Context: an optimization exercise on an open-source flow, tuned for small area, a short achievable clock period and few clock cycles per item. The choices shown serve that exercise and are no tape-out recipe. Only simulation tests tie the RTL to the original design; equivalence was not proved. Power is estimated from default activity; no workload was simulated.

==> flow/design.v (excerpt) <==
module ex_stage_top (
    input  logic        clk,
    input  logic        rst_i,
    input  logic        valid_i,
    input  logic [7:0]  req_aluop_i,
    input  logic [2:0]  req_alusel_i,
    input  logic [31:0] req_reg1_i,
    input  logic [31:0] req_reg2_i,
    input  logic [4:0]  req_wd_i,
    input  logic        req_wreg_i,
    output logic        stall_o,
    output logic        wb_valid_o,
    output logic [4:0]  wb_wd_o,
    output logic        wb_wreg_o,
    output logic [31:0] wb_wdata_o
);
export LEC_CHECK = 0
export ABC_AREA = 1
export CAP_MARGIN = 20
export CORE_MARGIN = 2
export CORE_UTILIZATION = 60
export SLEW_MARGIN = 20
create_clock -name core_clock -period 18.5 [get_ports {clk}]
run.sh (not shown) runs the stock make flow with config.mk's settings and CLKGATE_MAP_FILE= SYNTH_SCRIPT=/design/flow/synth_recipe.tcl, a recipe that flattens the netlist after the stock synthesis.
Testbench counts at the start, summed over its fixed seeds: cycles 19,190, items 16,000.
Change:
--- a/flow/design.v
+++ b/flow/design.v
@@ -881,20 +881,19 @@
         end
     end
 endmodule
 module ex_add64 (
     input  logic [63:0] a_i,
     input  logic [63:0] b_i,
     input  logic        ci_i,
     output logic [63:0] sum_o,
     output logic [63:0] and_o,
-    output logic [63:0] xor_o,
-    output logic [63:0] carry_o
+    output logic [63:0] xor_o
 );
     logic [63:0] g0, p0, g, p, gn, pn;
     assign g0 = a_i & b_i;
     assign p0 = a_i ^ b_i;
     always_comb begin
         g    = g0;
         p    = p0;
         g[0] = g0[0] | (p0[0] & ci_i);
         for (int k = 1; k < 64; k = k * 2) begin
@@ -907,19 +906,18 @@
                 end
             end
             g = gn;
             p = pn;
         end
     end
     assign sum_o = p0 ^ {g[62:0], ci_i};
     assign and_o = g0;
     assign xor_o = p0;
-    assign carry_o = g;
 endmodule
 module ex_stage (
     input  logic        clk,
     input  logic        rst_i,
     input  logic        valid_i,
     input  logic [7:0]  aluop_i,
     input  logic [2:0]  alusel_i,
     input  logic [31:0] reg1_i,
     input  logic [31:0] reg2_i,
@@ -1032,19 +1030,19 @@
     assign do_sub    = aluop_i[1] && !aluop_i[6];
     assign is_pass = is_addsub || sel_logic;
     assign alu_res = ({32{sel_shift}} & shift_res) |
                      ({32{sel_arith}} & arith_res);
     assign s_d = is_mulop ? row0 : (is_mt ? {reg1_i, reg1_i} : (is_pass ? {32'b0, reg1_i} : {32'b0, alu_res}));
     assign c_d = is_mulop ? row1 : (is_pass ? {32'b0, reg2_i ^ {32{is_addsub && do_sub}}} : 64'b0);
     logic [63:0] s_q, c_q;
     logic        v_q, we_hi_q, we_lo_q, sub_q, mfhi_q, mflo_q, res_q;
     logic        and_q, or_q, xor_q, nor_q;
-    logic [63:0] andv, xorv, carry;
+    logic [63:0] andv, xorv;
     logic        cin_q, trap_q, slt_q, uns_q, ovf, lt;
     logic [4:0]  wd_q;
     logic        wreg_q;
     always_ff @(posedge clk) begin
         if (rst_i) begin
             v_q     <= 1'b0;
             we_hi_q <= 1'b0;
             we_lo_q <= 1'b0;
         end else begin
@@ -1071,23 +1069,22 @@
         wd_q   <= wd_i;
         wreg_q <= wreg_i;
     end
     ex_add64 i_ex_add64 (
         .a_i   (s_q),
         .b_i   (c_q),
         .ci_i  (cin_q),
         .sum_o (sum),
         .and_o (andv),
-        .xor_o (xorv),
-        .carry_o (carry)
+        .xor_o (xorv)
     );
-    assign ovf = (s_q[31] == c_q[31]) && (carry[30] != s_q[31]);
-    assign lt  = (s_q[31] == c_q[31]) ? (s_q[31] ^ uns_q) : !carry[30];
+    assign ovf = (s_q[31] == c_q[31]) && (sum[31] != s_q[31]);
+    assign lt  = (s_q[31] == c_q[31]) ? (s_q[31] ^ uns_q) : sum[31];
     ex_hilo i_ex_hilo (
         .clk     (clk),
         .rst_i   (rst_i),
         .we_hi_i (we_hi_q),
         .we_lo_i (we_lo_q),
         .wdata_i (sum ^ {64{sub_q}}),
         .hilo_o  (hilo)
     );
     assign wb_valid_o = v_q;
Wire length rises by 1.0%.
Clock skew rises by 0.032 ns.
Cell count hardly moves.
Synthesized area is about the same.
Worst hold slack degrades by 0.0039 ns.
Total power falls by about 0.8%.
Global-route usage rises by 0.41 points.
Design area hardly moves.
Non-clock buffer count rises by 1.
Worst setup slack improves by 0.057 ns.
Testbench counts after the change, summed over its fixed seeds: cycles 19,190, items 16,000.

==> static timing again, ports no longer ideal <==
No port has a modelled driver above. Below, the same layouts with a new extraction and two added sets of constraints. Step 1: set_driving_cell puts a clkbuf_16 on clk and a buf_2 on each other input, an assumption about the parent block. Step 2 moves the port delays by t, midway between the first and last clock arrival at a register: inputs arrive t later, outputs are due t later. That takes back most of the time a late clock gives input paths. a / b / c = no drivers / after step 1 / after step 2; a / b = the first two.
| run | t (ns) | setup slack, ns | clock arrival spread, ns |
|---|---|---|---|
| the first run | 0.587 | 8.996 / 8.974 / 8.825 | 0.015 / 0.015 |
| the second run | 0.609 | 9.053 / 9.031 / 8.574 | 0.047 / 0.047 |
After both steps every run listed still meets setup and hold. For the second run, which loses most, drivers alone change the setup slack by -0.022 ns; drivers and shift together by -0.479 ns.
